What follows belongs to an exercise in optimizing a design on an open flow for small area and a short achievable clock period; a production flow would make more cautious choices. Only simulation tests tie the RTL to the original design; equivalence was not proved. Power is estimated from default activity; no workload was simulated.

run 1:
## vector_wavegen
module vector_wavegen (
    input  logic       clk,
    input  logic       reset,
    input  logic       enable,
    input  logic       rxd,
    output logic [7:0] xdac,
    output logic [7:0] ydac,
    output logic [3:0] list_index,
    output logic       loaded
);
Settings: LEC_CHECK=0, CAP_MARGIN=20, CORE_MARGIN=2, CORE_UTILIZATION=70, SLEW_MARGIN=20; clock period 12.0 ns.
standard.sh (not shown) runs the stock make flow with config.mk's settings and CLKGATE_MAP_FILE= SYNTH_SCRIPT=/design/flow/synth_recipe.tcl, a recipe that flattens the netlist after the stock synthesis.
==> flow/flow/run.sh <==
#!/bin/bash
# The standard layout (same synthesis script and steps), with the repair
# margin, abc delay target and clock-tree options from params.sh
set -euo pipefail
W=$PWD
source $W/flow/params.sh
export CTS_ARGS BUFFER_PORTS_ARGS
make -C "$FLOW_HOME" DESIGN_CONFIG=$W/config.mk WORK_HOME=$W/orfs CLKGATE_MAP_FILE= \
    SYNTH_SCRIPT=$W/synth_recipe.tcl CAP_MARGIN=20 CORE_MARGIN=2 CORE_UTILIZATION=$UTIL \
    SLEW_MARGIN=20 $EXTRA_MAKE_ARGS finish > $W/make_finish.log 2>&1
R=$W/orfs/results/$FLOW_PLATFORM/vector_wavegen/base
: # left out here: write the final layout as DEF
==> flow/flow/params.sh <==
UTIL=70
EXTRA_MAKE_ARGS="SETUP_SLACK_MARGIN=8.5 ABC_CLOCK_PERIOD_IN_PS=1000 ADDER_MAP_FILE="
CTS_ARGS="-sink_clustering_enable -repair_clock_nets -dont_use_dummy_load -sink_clustering_size 27 -sink_clustering_max_diameter 90"
BUFFER_PORTS_ARGS=""
Inputs modified between run 1 and run 2:
- CORE_UTILIZATION: 70 -> 60
==> flow/flow/params.sh <==
UTIL=60
EXTRA_MAKE_ARGS="SETUP_SLACK_MARGIN=8.6 ABC_CLOCK_PERIOD_IN_PS=1000 ADDER_MAP_FILE="
CTS_ARGS="-sink_clustering_enable -repair_clock_nets -dont_use_dummy_load -sink_clustering_size 24 -sink_clustering_max_diameter 80"
BUFFER_PORTS_ARGS=""
### Flow results
- Diff run 1..run 2 | final period utilization | negligible
- Run comparison: run 2 highest metal layer with signal wires met4; run 1 highest metal layer with signal wires met5
- Going from run 1 to run 2, clock buffer count in the final layout grows by about 9%.
- Run 2 reports its critical path launch point as list_index[3]$_SDFFE_PP0P_ while run 1 reports x_axis.pos[1]$_SDFFE_PP0P_.
- Comparing run 1 and run 2, area growth from synthesis to final layout is lower on run 1.
diff inputs: run 2 => run 3
- a change of CORE_UTILIZATION from 60 to 70
--- a/flow/flow/run.sh
+++ b/flow/flow/run.sh
@@ -9,2 +9,2 @@
-    SYNTH_SCRIPT=$W/synth_recipe.tcl CAP_MARGIN=20 CORE_MARGIN=2 CORE_UTILIZATION=$UTIL \
-    SLEW_MARGIN=20 $EXTRA_MAKE_ARGS finish > $W/make_finish.log 2>&1
+    SYNTH_SCRIPT=$W/synth_recipe.tcl CAP_MARGIN=$CAPM CORE_MARGIN=2 CORE_UTILIZATION=$UTIL \
+    SLEW_MARGIN=$SLEWM $EXTRA_MAKE_ARGS finish > $W/make_finish.log 2>&1
==> flow/flow/params.sh <==
UTIL=70
EXTRA_MAKE_ARGS="SETUP_SLACK_MARGIN=8.6 ABC_CLOCK_PERIOD_IN_PS=1000 ADDER_MAP_FILE="
CTS_ARGS="-sink_clustering_enable -repair_clock_nets -dont_use_dummy_load -sink_clustering_size 27 -sink_clustering_max_diameter 90"
BUFFER_PORTS_ARGS=""
CAPM=10
SLEWM=10
==> results.txt <==
Run 3 — number of clock-tree buffers in the layout 5 lower, run 2 as reference. Taking run 2 as the reference, in run 3 design area now sits lower; worst relative slew slack decreased 10 points; part of the total power dissipated in the clock network decreased 1.3 points; worst setup slack picked up an extra 24 ps. Number of global-route vias before repair delta for run 3 relative to run 2: 525 higher. Routed wire length delta (run 3 − run 2): favourable. Going from run 2 to run 3, area share of buffers outside the clock network down 0.35 points, power per standard cell area went down about 0.9%, power in sequential cells barely changed.
> inputs changed (run 3 -> run 4)
- a change of CORE_UTILIZATION from 70 to 80
--- a/flow/flow/params.sh
+++ b/flow/flow/params.sh
@@ -1 +1 @@
-UTIL=70
+UTIL=80
- Run 4 vs run 3: first-iteration DRC count up by more than a quarter
- Compared with run 3, run 4 instantiates a smaller number of standard cells.
- NOTE: wire length in run 4 exceeds that of run 3
- On final non-filler cell area, run 3 and run 4 are neck and neck.
- Looking at the reports, run 4 completed the entire flow and the layout it produced met the timing, DRC and antenna checks.
- Changes observed in run 4 relative to run 3: peak supply drop now sits higher, combinational share of power now sits at about the same level.
- Run 4 against run 3: share of power burned in the clock network has decreased; sequential share of layout area has remained practically unchanged; total die area has decreased; clock buffer and inverter area fraction after layout has remained practically unchanged.
Modified inputs, run 5 compared to run 4
- a change of CORE_UTILIZATION from 80 to 70
--- a/flow/flow/run.sh
+++ b/flow/flow/run.sh
@@ -9,2 +9,2 @@
-    SYNTH_SCRIPT=$W/synth_recipe.tcl CAP_MARGIN=$CAPM CORE_MARGIN=2 CORE_UTILIZATION=$UTIL \
-    SLEW_MARGIN=$SLEWM $EXTRA_MAKE_ARGS finish > $W/make_finish.log 2>&1
+    SYNTH_SCRIPT=$W/synth_recipe.tcl CAP_MARGIN=20 CORE_MARGIN=2 CORE_UTILIZATION=$UTIL \
+    SLEW_MARGIN=20 $EXTRA_MAKE_ARGS finish > $W/make_finish.log 2>&1
==> flow/flow/params.sh <==
UTIL=70
EXTRA_MAKE_ARGS="SETUP_SLACK_MARGIN=8.6 ABC_CLOCK_PERIOD_IN_PS=1000 ABC_AREA=1 ADDER_MAP_FILE="
CTS_ARGS="-sink_clustering_enable -repair_clock_nets -dont_use_dummy_load -sink_clustering_size 24 -sink_clustering_max_diameter 80"
BUFFER_PORTS_ARGS=""
==> comparison <==
In run 5 the placed wire-length estimate after detailed placement turned out 14% higher than in run 4. Higher number of cells on the worst reg-to-reg path was reported by run 4, not run 5. Run 5 against run 4: routed wire length on met3 lost 5.7%; maximum resistive drop on vdd picked up an extra 10%; global router's overall resource usage lost 3.0 points; leakage power summed over all cells picked up an extra about 5%. Die height on run 5 is up relative to run 4. Sum of routed wire length over all layers of run 5 exceeds that of run 4 by a few percent.
Setup changes, run 5 to run 6
--- a/flow/flow/params.sh
+++ b/flow/flow/params.sh
@@ -2 +2 @@
-EXTRA_MAKE_ARGS="SETUP_SLACK_MARGIN=8.6 ABC_CLOCK_PERIOD_IN_PS=1000 ABC_AREA=1 ADDER_MAP_FILE="
+EXTRA_MAKE_ARGS="SETUP_SLACK_MARGIN=8.6 ABC_CLOCK_PERIOD_IN_PS=1000 ADDER_MAP_FILE="
Findings:
The higher final net count came out of run 5.
Sort run 5 and run 6 by synthesized cell count desc -> top: run 5
Run 6: met2 layer usage reported by global route is 4.4 points lower than what run 5 reported.
On run 6: total power consumption of the routed design is about 0.45% lower than what run 5 gave.
The design area of run 6 is lower than that of run 5.
Compared to run 5, run 6 shows a wider setup margin.

* * *

vector_wavegen again, from the RTL that the note above started with.
Settings: LEC_CHECK=0, CAP_MARGIN=20, CORE_MARGIN=2, CORE_UTILIZATION=70, SLEW_MARGIN=20; clock period 12.0 ns.
==> flow/flow/run.sh <==
#!/bin/bash
# The standard layout (same synthesis script and steps), with the repair
# margin, abc delay target and clock-tree options from params.sh
set -euo pipefail
W=$PWD
source $W/flow/params.sh
export CTS_ARGS BUFFER_PORTS_ARGS
make -C "$FLOW_HOME" DESIGN_CONFIG=$W/config.mk WORK_HOME=$W/orfs CLKGATE_MAP_FILE= \
    SYNTH_SCRIPT=$W/synth_recipe.tcl CAP_MARGIN=$CAPM CORE_MARGIN=2 CORE_UTILIZATION=$UTIL \
    SLEW_MARGIN=$SLEWM $EXTRA_MAKE_ARGS finish > $W/make_finish.log 2>&1
R=$W/orfs/results/$FLOW_PLATFORM/vector_wavegen/base
: # left out here: write the final layout as DEF
==> flow/flow/params.sh <==
UTIL=70
EXTRA_MAKE_ARGS="SETUP_SLACK_MARGIN=8.6 ABC_CLOCK_PERIOD_IN_PS=1000 ADDER_MAP_FILE="
CTS_ARGS="-sink_clustering_enable -repair_clock_nets -dont_use_dummy_load -sink_clustering_size 27 -sink_clustering_max_diameter 90"
BUFFER_PORTS_ARGS=""
CAPM=5
SLEWM=5
Change:
==> flow/flow/params.sh (replaced) <==
UTIL=70
EXTRA_MAKE_ARGS="SETUP_SLACK_MARGIN=8.6 ABC_CLOCK_PERIOD_IN_PS=1000 ADDER_MAP_FILE="
CTS_ARGS="-sink_clustering_enable -repair_clock_nets -dont_use_dummy_load -sink_clustering_size 24 -sink_clustering_max_diameter 80"
BUFFER_PORTS_ARGS=""
CAPM=10
SLEWM=10
Effect: The changed run completed with no timing, DRC or antenna violations; critical path depth is unchanged; global-route usage is higher by 0.19 points; combinational power stays flat; die area stays the same; power is higher by 1.2%; cell area is higher by 0.32%.
Change:
==> flow/flow/run.sh (replaced) <==
#!/bin/bash
# The standard layout (same synthesis script and steps), with the repair
# margin, abc delay target and clock-tree options from params.sh; the final abc
# mapping runs abc_nobuf.script (abc_speed.script without its buffering and
# sizing, which the placer's repair redoes with wire loads)
set -euo pipefail
W=$PWD
source $W/flow/params.sh
export CTS_ARGS BUFFER_PORTS_ARGS
export MY_ABC_SCRIPT=$W/flow/abc_nobuf.script
{
  head -n 1 $W/synth_recipe.tcl
  cat <<'T'
proc abc {args} {
  set i [lsearch -exact $args -script]
  if {$i >= 0} { lset args [expr {$i + 1}] $::env(MY_ABC_SCRIPT) }
  yosys abc {*}$args
}
T
  tail -n +2 $W/synth_recipe.tcl
} > $W/synth_flow.tcl
make -C "$FLOW_HOME" DESIGN_CONFIG=$W/config.mk WORK_HOME=$W/orfs CLKGATE_MAP_FILE= \
    SYNTH_SCRIPT=$W/synth_flow.tcl CAP_MARGIN=$CAPM CORE_MARGIN=2 CORE_UTILIZATION=$UTIL \
    SLEW_MARGIN=$SLEWM $EXTRA_MAKE_ARGS finish > $W/make_finish.log 2>&1
R=$W/orfs/results/$FLOW_PLATFORM/vector_wavegen/base
: # left out here: write the final layout as DEF
==> flow/flow/abc_nobuf.script (new file) <==
&get -n
&st
&dch
&nf
&st
&syn2
&if -g -K 6
&synch2
&nf
&st
&syn2
&if -g -K 6
&synch2
&nf
&st
&syn2
&if -g -K 6
&synch2
&nf
&st
&syn2
&if -g -K 6
&synch2
&nf
&st
&syn2
&if -g -K 6
&synch2
&nf
&put
topo
stime -c
==> flow/flow/params.sh (replaced) <==
UTIL=70
EXTRA_MAKE_ARGS="SETUP_SLACK_MARGIN=8.6 ABC_CLOCK_PERIOD_IN_PS=1000 ADDER_MAP_FILE="
CTS_ARGS="-sink_clustering_enable -repair_clock_nets -dont_use_dummy_load -sink_clustering_size 27 -sink_clustering_max_diameter 90"
BUFFER_PORTS_ARGS=""
CAPM=10
SLEWM=10
=> The changed run finished clean; cell count stays flat; die area is lower by about 2.3%; core utilization rises by 2.1 points; sequential cell count is unchanged; count of clock-buffer cells in the layout falls by 5.

[static timing again, ports no longer ideal]
The flow's constraints put no driver on any port. The routed layouts listed below were extracted and timed again, unchanged, in two steps.
Step 1, drivers: a clkbuf_16 drives clk and a buf_2 each remaining input, both assumed.
Step 2 also shifts input and output timing later by t, the mid clock arrival at the registers, as if the neighbouring blocks saw the same clock.
Slacks: no drivers / after step 1 / after step 2; pairs: no drivers / after step 1.
run	t (ns)	slack for setup (ns)	worst data-port slew with drivers (ns)
run 1	0.661	8.520 / 8.459 / 7.923	0.03
run 2	0.689	8.504 / 8.436 / 8.014	0.06
run 3	0.662	8.529 / 8.468 / 8.008	0.03
run 4	0.655	8.517 / 8.454 / 7.918	0.04
run 5	0.684	8.476 / 8.413 / 8.043	0.03
run 6	0.681	8.513 / 8.451 / 7.993	0.03
the first run of note 2	0.659	8.528 / 8.467 / 8.009	0.03
the second run of note 2	0.673	8.518 / 8.452 / 7.981	0.04
the third run of note 2	0.677	8.479 / 8.417 / 8.030	0.03
After both steps setup and hold are still met in every run listed. For run 4, which loses most, drivers alone change the setup slack by -0.063 ns; drivers and shift together by -0.599 ns.
